From an optimization exercise on the open Yosys and OpenROAD flow, aimed at small area, a short achievable clock period and few clock cycles; shortcuts taken in it are not production practice. Function was checked by simulation only, so behaviour that the tests miss may differ from the original. Power is estimated from default activity; no workload was simulated.

<file path="run.sh">
#!/bin/bash
# synth_recipe.tcl (not shown) runs the flow's synth.tcl, then flattens the netlist and writes it again
# the make line also repeats each setting of config.mk as NAME=value (left out here)
make -C /OpenROAD-flow-scripts/flow DESIGN_CONFIG=/design/flow/config.mk WORK_HOME=/design/flow/orfs CLKGATE_MAP_FILE= SYNTH_SCRIPT=/design/flow/synth_recipe.tcl finish
</file>
<file path="config.mk">
export PLATFORM = sky130hd
export DESIGN_NAME = polyline_uniform_resampler
export DESIGN_NICKNAME = polyline_uniform_resampler
export VERILOG_FILES = /design/flow/design.v
export SDC_FILE = /design/flow/constraint.sdc
export NUM_CORES = 4
export LEC_CHECK = 0
export CAP_MARGIN = 20
export CORE_MARGIN = 2
export CORE_UTILIZATION = 40
export SLEW_MARGIN = 20
</file>
<file path="constraint.sdc">
create_clock -name core_clock -period 11.0 [get_ports {clock}]
set_input_delay 2.2000 -clock core_clock [delete_from_list [all_inputs] [get_ports {clock}]]
set_output_delay 2.2000 -clock core_clock [all_outputs]
set_load 0.01 [all_outputs]
</file>
<file path="design.v">
`timescale 1ns / 1ps
package plr_pkg;
   localparam int MAX_PER_SEGMENT_DEF = 63;
   localparam int COORD_BITS_DEF      = 10;
   localparam int POINT_W   = 10;
   localparam int SAMPLE_W  = 18;
   localparam int FRAC_BITS = 8;
   localparam int REQ_DATA_W = 24;
   localparam int RSP_DATA_W = 40;
   localparam int RSP_USER_W = 2;
   localparam int USER_PATH_END = 0;
   localparam int USER_CLIPPED  = 1;
   localparam int  CSR_ADDR_W = 3;
   localparam int  CSR_DATA_W = 32;
   localparam logic CSR_IDX_SAMPLE_INTERVAL = 1'b0;
   localparam logic [7:0] SAMPLE_INTERVAL_RESET = 8'd5;
endpackage
`timescale 1ns / 1ps
module plr_div #(
   parameter int DW = 18,
   parameter int NW = 6
) (
   input  logic          clock,
   input  logic          reset,
   input  logic          start,
   input  logic [DW-1:0] dividend,
   input  logic [NW-1:0] divisor,
   output logic          done,
   output logic [DW-1:0] quotient,
   output logic [NW-1:0] remainder
);
   localparam int CNT_W = $clog2(DW + 1);
   logic             busy_ff, busy_in;
   logic             done_ff, done_in;
   logic [CNT_W-1:0] cnt_ff, cnt_in;
   logic [DW-1:0]    quo_ff, quo_in;
   logic [NW-1:0]    rem_ff, rem_in;
   logic [NW-1:0]    dvs_ff, dvs_in;
   logic [NW:0]      shifted;
   logic             fits;
   always_comb begin
      shifted = {rem_ff, quo_ff[DW-1]};
      fits    = shifted >= {1'b0, dvs_ff};
      busy_in = busy_ff;
      done_in = 1'b0;
      cnt_in  = cnt_ff;
      quo_in  = quo_ff;
      rem_in  = rem_ff;
      dvs_in  = dvs_ff;
      if (start) begin
         busy_in = 1'b1;
         cnt_in  = CNT_W'(DW);
         quo_in  = dividend;
         rem_in  = '0;
         dvs_in  = divisor;
      end else if (busy_ff) begin
         rem_in = fits ? NW'(shifted - {1'b0, dvs_ff}) : NW'(shifted);
         quo_in = {quo_ff[DW-2:0], fits};
         cnt_in = cnt_ff - CNT_W'(1);
         if (cnt_ff == CNT_W'(1)) begin
            busy_in = 1'b0;
            done_in = 1'b1;
         end
      end
   end
   always_ff @(posedge clock) begin
      if (reset) begin
         busy_ff <= 1'b0;
         done_ff <= 1'b0;
         cnt_ff  <= '0;
      end else begin
         busy_ff <= busy_in;
         done_ff <= done_in;
         cnt_ff  <= cnt_in;
      end
      quo_ff <= quo_in;
      rem_ff <= rem_in;
      dvs_ff <= dvs_in;
   end
   assign done      = done_ff;
   assign quotient  = quo_ff;
   assign remainder = rem_ff;
endmodule
`timescale 1ns / 1ps
module polyline_uniform_resampler #(
   parameter int MAX_PER_SEGMENT = plr_pkg::MAX_PER_SEGMENT_DEF,
   parameter int COORD_BITS      = plr_pkg::COORD_BITS_DEF
) (
   input  logic                           clock,
   input  logic                           reset,
   input  logic                           req_tvalid,
   output logic                           req_tready,
   input  logic [plr_pkg::REQ_DATA_W-1:0] req_tdata,   
   input  logic                           req_tlast,   
   output logic                           rsp_tvalid,
   input  logic                           rsp_tready,
   output logic [plr_pkg::RSP_DATA_W-1:0] rsp_tdata,   
   output logic                           rsp_tlast,   
   output logic [plr_pkg::RSP_USER_W-1:0] rsp_tuser,   
   input  logic                           psel,
   input  logic                           penable,
   input  logic                           pwrite,
   input  logic [plr_pkg::CSR_ADDR_W-1:0] paddr,
   input  logic [plr_pkg::CSR_DATA_W-1:0] pwdata,
   output logic [plr_pkg::CSR_DATA_W-1:0] prdata,
   output logic                           pready
);
   localparam int CW    = COORD_BITS;
   localparam int NUM_W = $clog2(MAX_PER_SEGMENT + 2);
   localparam int T_W   = $clog2((MAX_PER_SEGMENT + 1) * 255 + 1);
   localparam int MW    = (CW > T_W) ? CW : T_W;
   localparam int PW    = 2 * MW;
   localparam int CMP_W = PW + 1;
   localparam int L_W   = 2 * CW + 1;
   localparam int DW    = CW + plr_pkg::FRAC_BITS;
   localparam int PTW   = plr_pkg::POINT_W;
   typedef enum logic [7:0] {
      ST_IDLE   = 8'b0000_0001,
      ST_LENX   = 8'b0000_0010,
      ST_LENY   = 8'b0000_0100,
      ST_SEARCH = 8'b0000_1000,
      ST_DIVX   = 8'b0001_0000,
      ST_DIVY   = 8'b0010_0000,
      ST_EMIT   = 8'b0100_0000,
      ST_FINAL  = 8'b1000_0000
   } state_type;
   state_type state_ff, state_in;
   logic [7:0]       interval_ff, interval_in;
   logic [T_W-1:0]   step_iv;
   logic [CW-1:0]    prev_x_ff, prev_x_in, prev_y_ff, prev_y_in;
   logic             have_prev_ff, have_prev_in;
   logic [CW-1:0]    cur_x_ff, cur_x_in, cur_y_ff, cur_y_in;
   logic             fin_ff, fin_in;
   logic [CW-1:0]    mag_x_ff, mag_x_in, mag_y_ff, mag_y_in;
   logic             neg_x_ff, neg_x_in, neg_y_ff, neg_y_in;
   logic [L_W-1:0]   len2_ff, len2_in;
   logic [T_W-1:0]   t_ff, t_in;
   logic [NUM_W-1:0] n_ff, n_in;
   logic [NUM_W-1:0] num_ff, num_in;
   logic             clip_ff, clip_in;
   logic [NUM_W-1:0] j_ff, j_in;
   logic [DW-1:0]    quo_x_ff, quo_x_in, quo_y_ff, quo_y_in;
   logic [NUM_W-1:0] rem_x_ff, rem_x_in, rem_y_ff, rem_y_in;
   logic [DW-1:0]    acc_qx_ff, acc_qx_in, acc_qy_ff, acc_qy_in;
   logic [NUM_W-1:0] acc_rx_ff, acc_rx_in, acc_ry_ff, acc_ry_in;
   logic             rsp_valid_ff, rsp_valid_in;
   logic [plr_pkg::SAMPLE_W-1:0] rsp_x_ff, rsp_x_in, rsp_y_ff, rsp_y_in;
   logic             rsp_last_ff, rsp_last_in;
   logic             rsp_end_ff, rsp_end_in;
   logic             rsp_clip_ff, rsp_clip_in;
   logic [MW-1:0]    mul_a;
   logic [PW-1:0]    prod;
   logic             too_far;
   logic             div_start;
   logic [DW-1:0]    div_dividend;
   logic [NUM_W-1:0] div_divisor;
   logic             div_done;
   logic [DW-1:0]    div_quo;
   logic [NUM_W-1:0] div_rem;
   logic             req_fire;
   logic             csr_write;
   logic             out_free;
   logic [CW-1:0]    in_x, in_y;
   logic [NUM_W-1:0] num_sel;
   logic             search_done;
   logic             last_sample;
   logic [NUM_W:0]   rx_sum, ry_sum;
   logic             rx_wrap, ry_wrap;
   logic [DW-1:0]    base_x, base_y, samp_x, samp_y;
   assign req_fire  = req_tvalid && req_tready;
   assign req_tready = (state_ff == ST_IDLE);
   assign csr_write = psel && penable && pwrite;
   assign pready    = 1'b1;
   assign out_free  = !rsp_valid_ff || rsp_tready;
   assign in_x = CW'(req_tdata[PTW-1:0]);
   assign in_y = CW'(req_tdata[2*PTW-1:PTW]);
   assign step_iv = (interval_ff == 8'd0) ? T_W'(1) : T_W'(interval_ff);
   always_comb begin
      unique case (state_ff)
         ST_LENX: mul_a = MW'(mag_x_ff);
         ST_LENY: mul_a = MW'(mag_y_ff);
         default: mul_a = MW'(t_ff);
      endcase
   end
   assign prod    = PW'(mul_a) * PW'(mul_a);
   assign too_far = CMP_W'(prod) > CMP_W'(len2_ff);
   assign search_done = too_far || (n_ff == NUM_W'(MAX_PER_SEGMENT));
   assign num_sel     = too_far ? n_ff : NUM_W'(MAX_PER_SEGMENT);
   assign div_start    = ((state_ff == ST_SEARCH) && search_done && (num_sel != '0))
                         || ((state_ff == ST_DIVX) && div_done);
   assign div_dividend = (state_ff == ST_SEARCH) ? {mag_x_ff, plr_pkg::FRAC_BITS'(0)}
                                                 : {mag_y_ff, plr_pkg::FRAC_BITS'(0)};
   assign div_divisor  = (state_ff == ST_SEARCH) ? num_sel : num_ff;
   plr_div #(
      .DW (DW),
      .NW (NUM_W)
   ) u_div (
      .clock     (clock),
      .reset     (reset),
      .start     (div_start),
      .dividend  (div_dividend),
      .divisor   (div_divisor),
      .done      (div_done),
      .quotient  (div_quo),
      .remainder (div_rem)
   );
   assign rx_sum  = (NUM_W+1)'(acc_rx_ff) + (NUM_W+1)'(rem_x_ff);
   assign ry_sum  = (NUM_W+1)'(acc_ry_ff) + (NUM_W+1)'(rem_y_ff);
   assign rx_wrap = rx_sum >= (NUM_W+1)'(num_ff);
   assign ry_wrap = ry_sum >= (NUM_W+1)'(num_ff);
   assign base_x = {prev_x_ff, plr_pkg::FRAC_BITS'(0)};
   assign base_y = {prev_y_ff, plr_pkg::FRAC_BITS'(0)};
   assign samp_x = neg_x_ff ? (base_x - acc_qx_ff) : (base_x + acc_qx_ff);
   assign samp_y = neg_y_ff ? (base_y - acc_qy_ff) : (base_y + acc_qy_ff);
   assign last_sample = ((NUM_W+1)'(j_ff) + (NUM_W+1)'(1)) == (NUM_W+1)'(num_ff);
   always_comb begin
      state_in     = state_ff;
      interval_in  = interval_ff;
      prev_x_in    = prev_x_ff;
      prev_y_in    = prev_y_ff;
      have_prev_in = have_prev_ff;
      cur_x_in     = cur_x_ff;
      cur_y_in     = cur_y_ff;
      fin_in       = fin_ff;
      mag_x_in     = mag_x_ff;
      mag_y_in     = mag_y_ff;
      neg_x_in     = neg_x_ff;
      neg_y_in     = neg_y_ff;
      len2_in      = len2_ff;
      t_in         = t_ff;
      n_in         = n_ff;
      num_in       = num_ff;
      clip_in      = clip_ff;
      j_in         = j_ff;
      quo_x_in     = quo_x_ff;
      quo_y_in     = quo_y_ff;
      rem_x_in     = rem_x_ff;
      rem_y_in     = rem_y_ff;
      acc_qx_in    = acc_qx_ff;
      acc_qy_in    = acc_qy_ff;
      acc_rx_in    = acc_rx_ff;
      acc_ry_in    = acc_ry_ff;
      rsp_valid_in = rsp_valid_ff && !rsp_tready;
      rsp_x_in     = rsp_x_ff;
      rsp_y_in     = rsp_y_ff;
      rsp_last_in  = rsp_last_ff;
      rsp_end_in   = rsp_end_ff;
      rsp_clip_in  = rsp_clip_ff;
      if (csr_write && (paddr[2] == plr_pkg::CSR_IDX_SAMPLE_INTERVAL)) begin
         interval_in = pwdata[7:0];
      end
      unique case (state_ff)
         ST_IDLE: begin
            if (req_fire) begin
               cur_x_in = in_x;
               cur_y_in = in_y;
               fin_in   = req_tlast;
               neg_x_in = in_x < prev_x_ff;
               neg_y_in = in_y < prev_y_ff;
               mag_x_in = (in_x < prev_x_ff) ? (prev_x_ff - in_x) : (in_x - prev_x_ff);
               mag_y_in = (in_y < prev_y_ff) ? (prev_y_ff - in_y) : (in_y - prev_y_ff);
               if (have_prev_ff) begin
                  state_in = ST_LENX;
               end else if (req_tlast) begin
                  state_in = ST_FINAL;
               end else begin
                  prev_x_in    = in_x;
                  prev_y_in    = in_y;
                  have_prev_in = 1'b1;
               end
            end
         end
         ST_LENX: begin
            len2_in  = L_W'(prod);
            state_in = ST_LENY;
         end
         ST_LENY: begin
            len2_in  = len2_ff + L_W'(prod);
            t_in     = step_iv;
            n_in     = '0;
            state_in = ST_SEARCH;
         end
         ST_SEARCH: begin
            if (search_done) begin
               num_in  = num_sel;
               clip_in = !too_far;
               if (num_sel != '0) begin
                  state_in = ST_DIVX;
               end else if (fin_ff) begin
                  state_in = ST_FINAL;
               end else begin
                  prev_x_in    = cur_x_ff;
                  prev_y_in    = cur_y_ff;
                  have_prev_in = 1'b1;
                  state_in     = ST_IDLE;
               end
            end else begin
               n_in = n_ff + NUM_W'(1);
               t_in = t_ff + step_iv;
            end
         end
         ST_DIVX: begin
            if (div_done) begin
               quo_x_in = div_quo;
               rem_x_in = div_rem;
               state_in = ST_DIVY;
            end
         end
         ST_DIVY: begin
            if (div_done) begin
               quo_y_in  = div_quo;
               rem_y_in  = div_rem;
               acc_qx_in = '0;
               acc_qy_in = '0;
               acc_rx_in = '0;
               acc_ry_in = '0;
               j_in      = '0;
               state_in  = ST_EMIT;
            end
         end
         ST_EMIT: begin
            if (out_free) begin
               rsp_valid_in = 1'b1;
               rsp_x_in     = plr_pkg::SAMPLE_W'(samp_x);
               rsp_y_in     = plr_pkg::SAMPLE_W'(samp_y);
               rsp_last_in  = last_sample && !fin_ff;
               rsp_end_in   = 1'b0;
               rsp_clip_in  = clip_ff;
               acc_qx_in    = acc_qx_ff + quo_x_ff + DW'(rx_wrap);
               acc_qy_in    = acc_qy_ff + quo_y_ff + DW'(ry_wrap);
               acc_rx_in    = rx_wrap ? NUM_W'(rx_sum - (NUM_W+1)'(num_ff)) : NUM_W'(rx_sum);
               acc_ry_in    = ry_wrap ? NUM_W'(ry_sum - (NUM_W+1)'(num_ff)) : NUM_W'(ry_sum);
               j_in         = j_ff + NUM_W'(1);
               if (last_sample) begin
                  if (fin_ff) begin
                     state_in = ST_FINAL;
                  end else begin
                     prev_x_in    = cur_x_ff;
                     prev_y_in    = cur_y_ff;
                     have_prev_in = 1'b1;
                     state_in     = ST_IDLE;
                  end
               end
            end
         end
         ST_FINAL: begin
            if (out_free) begin
               rsp_valid_in = 1'b1;
               rsp_x_in     = plr_pkg::SAMPLE_W'({cur_x_ff, plr_pkg::FRAC_BITS'(0)});
               rsp_y_in     = plr_pkg::SAMPLE_W'({cur_y_ff, plr_pkg::FRAC_BITS'(0)});
               rsp_last_in  = 1'b1;
               rsp_end_in   = 1'b1;
               rsp_clip_in  = 1'b0;
               prev_x_in    = '0;
               prev_y_in    = '0;
               have_prev_in = 1'b0;
               state_in     = ST_IDLE;
            end
         end
         default: begin
            state_in = ST_IDLE;
         end
      endcase
   end
   always_ff @(posedge clock) begin
      if (reset) begin
         state_ff     <= ST_IDLE;
         interval_ff  <= plr_pkg::SAMPLE_INTERVAL_RESET;
         prev_x_ff    <= '0;
         prev_y_ff    <= '0;
         have_prev_ff <= 1'b0;
         rsp_valid_ff <= 1'b0;
      end else begin
         state_ff     <= state_in;
         interval_ff  <= interval_in;
         prev_x_ff    <= prev_x_in;
         prev_y_ff    <= prev_y_in;
         have_prev_ff <= have_prev_in;
         rsp_valid_ff <= rsp_valid_in;
      end
      cur_x_ff    <= cur_x_in;
      cur_y_ff    <= cur_y_in;
      fin_ff      <= fin_in;
      mag_x_ff    <= mag_x_in;
      mag_y_ff    <= mag_y_in;
      neg_x_ff    <= neg_x_in;
      neg_y_ff    <= neg_y_in;
      len2_ff     <= len2_in;
      t_ff        <= t_in;
      n_ff        <= n_in;
      num_ff      <= num_in;
      clip_ff     <= clip_in;
      j_ff        <= j_in;
      quo_x_ff    <= quo_x_in;
      quo_y_ff    <= quo_y_in;
      rem_x_ff    <= rem_x_in;
      rem_y_ff    <= rem_y_in;
      acc_qx_ff   <= acc_qx_in;
      acc_qy_ff   <= acc_qy_in;
      acc_rx_ff   <= acc_rx_in;
      acc_ry_ff   <= acc_ry_in;
      rsp_x_ff    <= rsp_x_in;
      rsp_y_ff    <= rsp_y_in;
      rsp_last_ff <= rsp_last_in;
      rsp_end_ff  <= rsp_end_in;
      rsp_clip_ff <= rsp_clip_in;
   end
   assign rsp_tvalid = rsp_valid_ff;
   assign rsp_tdata  = plr_pkg::RSP_DATA_W'({rsp_y_ff, rsp_x_ff});
   assign rsp_tlast  = rsp_last_ff;
   assign rsp_tuser  = {rsp_clip_ff, rsp_end_ff};
   assign prdata = (paddr[2] == plr_pkg::CSR_IDX_SAMPLE_INTERVAL)
                   ? plr_pkg::CSR_DATA_W'(interval_ff) : '0;
endmodule
</file>
==> results.yml <==
outcome:
  outcome: "complete, no violations"
timing:
  setup-violations-final: 0
  rsz0062_at_grt: "false"
  fin_crit_sh: 0.937
  timing.final.crit_period_ns: 10.31
  tightest_slew_ns: 1.05
  timing.max_slew.rel_slack: 0.298
  hold_violations: 0
  finalClockSkew_ns: 0.0222
  fin_tns_setup_ns: 0
  clock.fmax_ghz: 0.0970
  maxSlewViolCount: 0
clock_tree:
  clk_path_buf_depth: 3
  path_clk_slew_ns: 0.06
  cts_made_buffers: 40
  cts_sinks: 316
  insertion_delay_ns: 0.57
  cts_resized: 0
  cts_max_level: 2
  postCtsSetupBuffers: 0
  cts_tree: "yes"
  hold_buffers: 0
  cts-root-buf: "clkbuf_16"
worst_setup_path:
  worstPathArrival_ns: 10.63
  r2r_cells: 41
  rrSetupSlack_ns: 0.69
  critPathKind: "flip-flop to flip-flop"
  slowest_stage: "or4_4"
  cp_num_buf_inv: 7
  critPathTopFamily: "adder cells"
  timing.rr.start: "state_ff[0]"
  critPathCaptureType: "flip-flop"
  cp.required_ns: 11.32
  timing.rr.end: "u_div.quo_ff[17]"
  critPathMaxFanout: 29
  cp_slowest_stage_delay_ns: 0.62
  cpMostUsedCell: "fa_1"
  startpoint_type: "flip-flop"
power:
  intPower_uw: 3130
  power_switching_share: 0.382
  p_clk_frac: 0.257
  powerDensity_mw_per_mm2: 174
  p_switching_uw: 1940
  pwr-share-seq: 0.331
  p_leak_uw: 0.0128
  power_frac_comb: 0.411
  vdd_drop_max_mv: 0.126
finish:
  ff_latch_area_mm2: 0.00897
  antenna-diode-count: 0
  multi_input_area_mm2: 0.0154
  area_delta_synth_final_pct: 12.1
  final_nets: 3275
  drive_above_1_share: 0.0567
  fin_area_mm2: 0.0291
  fillers: 6071
global_routing:
  grt_remaining_overflow: 0
  track_usage: 0.192
  grt_pass1_vias: 19590
  grt_pass1_wl_um: 103000
  grt_max_degree: 57
  antenna_found_initial: 0
hold_path:
  hp-class: "flip-flop to flip-flop"
  min_path_cells: 0
  worstHoldEndpoint: "quo_x_ff[5]"
  holdCritStartpoint: "u_div.quo_ff[5]"
synthesis:
  synth_edf_count: 264
  synthAdderAreaFrac: 0.241
  seq_area_frac_synth: 0.345
  synth_mux_area_frac: 0.0188
  mappedNetlistArea_mm2: 0.0260
  synth_cell_types: 79
  synth_xor_area_frac: 0.0589
  synth_top_family_by_area: "adder cells"
  synth_compound_area_frac: 0.133
  synth_simple_gate_area_frac: 0.132
  ys_warn_count: 2
  yosysTopAreaCell: "edfxtp_1"
  ys_ff_latch: 316
  synth_cells: 2704
  synth_ff_type: "edfxtp_1"
  avgSynthCellArea_um2: 9.61
  synth_area_leaders: "edfxtp_1, ha_1, fa_1, inv_1, a21oi_1"
  synth_top_area_frac: 0.305
  synthArstFlopShare: 0
drt:
  drc: 0
  dr.first_iter.drc_count: 1199
  drt_wl_total_um: 63900
  routedWlPerCell_um: 17.4
  vias: 19230
  viasPerCell: 5.23
  antenna_left: 0
  dr.pass1.iters: 5
job:
  drv_cap: 0
die:
  dieArea_mm2: 0.0670
  die-height_um: 259
  dieWidth_um: 259
  initial_core_util: 0.404
  core_area_mm2: 0.0643
  num_rows: 93
  io_pins: 145
placed_design:
  dp_hpwl_um: 48700
  placed_cell_area_mm2: 0.0278
  numPortBuffers: 85
  gp_congestion: 0.874
==> cell usage after synthesis, drive strengths merged (29+ instances only) <==
master	instances
and3	29
nor2b	42
nand2	227
nor3	51
dfxtp	52
ha	284
xnor2	113
nor2	256
a21oi	208
a21o	50
inv	340
buf	46
edfxtp	264
a211oi	36
o21bai	42
o21ai	104
clkbuf	62
fa	135
xor2	61
==> worst register-to-register path: cells and delay by family, from the launching register on <==
kind | cells | cell delay, ns
AOI/OAI and AO/OA | 10 | 1.64
adders and majority gates | 8 | 3.79
buffers and inverters | 7 | 0.90
DFF | 1 | 0.38
muxes | 2 | 0.67
and+or+nand+nor | 14 | 2.71
==> per-layer routing <==
layer / vias up / track usage / routed length, µm
met2: 394 / 0.324 / 30100
met1: 9352 / 0.253 / 29000
met3: 111 / 0.0228 / 2720
met4: 0 / 0.0679 / 2070
li1: 9373 / - / -
met5: - / 0 / 0
==> cell type report <==
| cell class | count | share of cell area |
|---|---|---|
| well taps | 855 | 0.0367 |
| repair buffers | 124 | 0.0392 |
| multi-input cells | 1963 | 0.528 |
| inverters | 344 | 0.0444 |
| flip-flops and latches | 316 | 0.308 |
| clock inverters | 27 | 0.00893 |
| clock buffers | 46 | 0.0351 |
==> cells in the final DEF (no fill, tap or decap), types with 34 or more instances in the layout <==
master           instances
a211oi_1                34
a21o_1                  50
a21oi_1                207
buf_4                   38
clkbuf_16               40
clkdlybuf4s50_1         84
dfxtp_1                 52
edfxtp_1               264
fa_1                   135
ha_1                   284
inv_1                  338
nand2_1                225
nor2_1                 254
nor2b_1                 41
nor3_1                  50
o21ai_0                102
o21bai_1                42
xnor2_1                112
xor2_1                  61
==> state kept, by name, indices dropped and copies added (netlist names), 8 cells and up <==
signal / count
len2_ff: 21
acc_qx_ff: 18
acc_qy_ff: 18
quo_x_ff: 18
quo_y_ff: 18
rsp_x_ff: 18
rsp_y_ff: 18
u_div.quo_ff: 18
t_ff: 14
cur_x_ff: 10
cur_y_ff: 10
mag_x_ff: 10
mag_y_ff: 10
prev_x_ff: 10
prev_y_ff: 10
interval_ff: 8
state_ff: 8
==> how the worst max path moves through the flow <==
stage	startpoint	end	slack [ns]	depth (start not counted)
finish	state_ff[0]	u_div.quo_ff[17]	0.69	41
global route	state_ff[0]	u_div.quo_ff[8]	0.06	42
CTS	state_ff[0]	u_div.quo_ff[8]	0.45	39
detailed placement	state_ff[0]	u_div.quo_ff[2]	0.52	40
global placement	state_ff[0]	u_div.quo_ff[1]	0.57	39
floorplan	state_ff[3]	n_ff[0]	1.10	41
==> power groups by stage <==
stage          clock, µW  combinational, µW  sequential [µW]
3_5_place_dp           0               2060             1700
2_1_floorplan          0               1560             1620
5_1_grt             1380               2340             1690
3_3_place_gp           0               2010             1700
6_report            1300               2080             1680
4_1_cts             1330               2070             1680
==> logic make-up (layout without fill, tap and decap cells) <==
family | Yosys count | in the layout
other | 2 | 29
buffers and inverters | 452 | 541
xor gates and xnor gates | 174 | 174
AOI/OAI and AO/OA | 551 | 551
adders and majority gates | 419 | 419
and+or+nand+nor | 746 | 746
DFF | 316 | 316
muxes | 44 | 44
==> per-stage QoR <==
step | instances | total power, µW | hold slack [ns] | utilization | worst slack, ns
2_1_floorplan | 2731 | 3190 | 0.436 | - | 1.10
3_3_place_gp | 3601 | 3710 | 0.453 | 0.432 | 0.568
3_5_place_dp | 3601 | 3760 | 0.456 | 0.432 | 0.519
4_1_cts | 3674 | 5080 | 0.470 | 0.452 | 0.448
5_1_grt | 3675 | 5420 | 0.489 | 0.453 | 0.0600
6_report | 3675 | 5070 | 0.477 | 0.453 | 0.691
Testbench counts, summed over its fixed seeds: cycles 143,642.

-- afterwards: timing with drivers on the ports --
No port has a modelled driver above. Below, the same layout with a new extraction and two added sets of constraints.
Step 1 (the two cells are an assumption about what drives the block):
set clk [get_ports {clock}]
set_driving_cell -lib_cell sky130_fd_sc_hd__clkbuf_16 $clk
set_driving_cell -lib_cell sky130_fd_sc_hd__buf_2 [delete_from_list [all_inputs] $clk]
Step 2 adds t to the input delays and takes it off the output delays; t is the mean of the earliest and latest rising clock arrival at the registers after step 1. Input paths then give back, and output paths get back, about the clock's delay inside the block.
Three values: no drivers, after step 1, after step 2; two values: the first two.
shift t [ns]: 0.620
setup slack, ns: 0.691 / 0.691 / 0.691
hold slack, ns: 0.477 / 0.477 / 0.477
clock arrival spread, ns: 0.022 / 0.022
worst register clock-pin slew, ns: 0.06 / 0.06
After both steps setup and hold are still met in this run. The setup slack of this run moves by 0.000 ns with the drivers and by 0.000 ns with both steps.
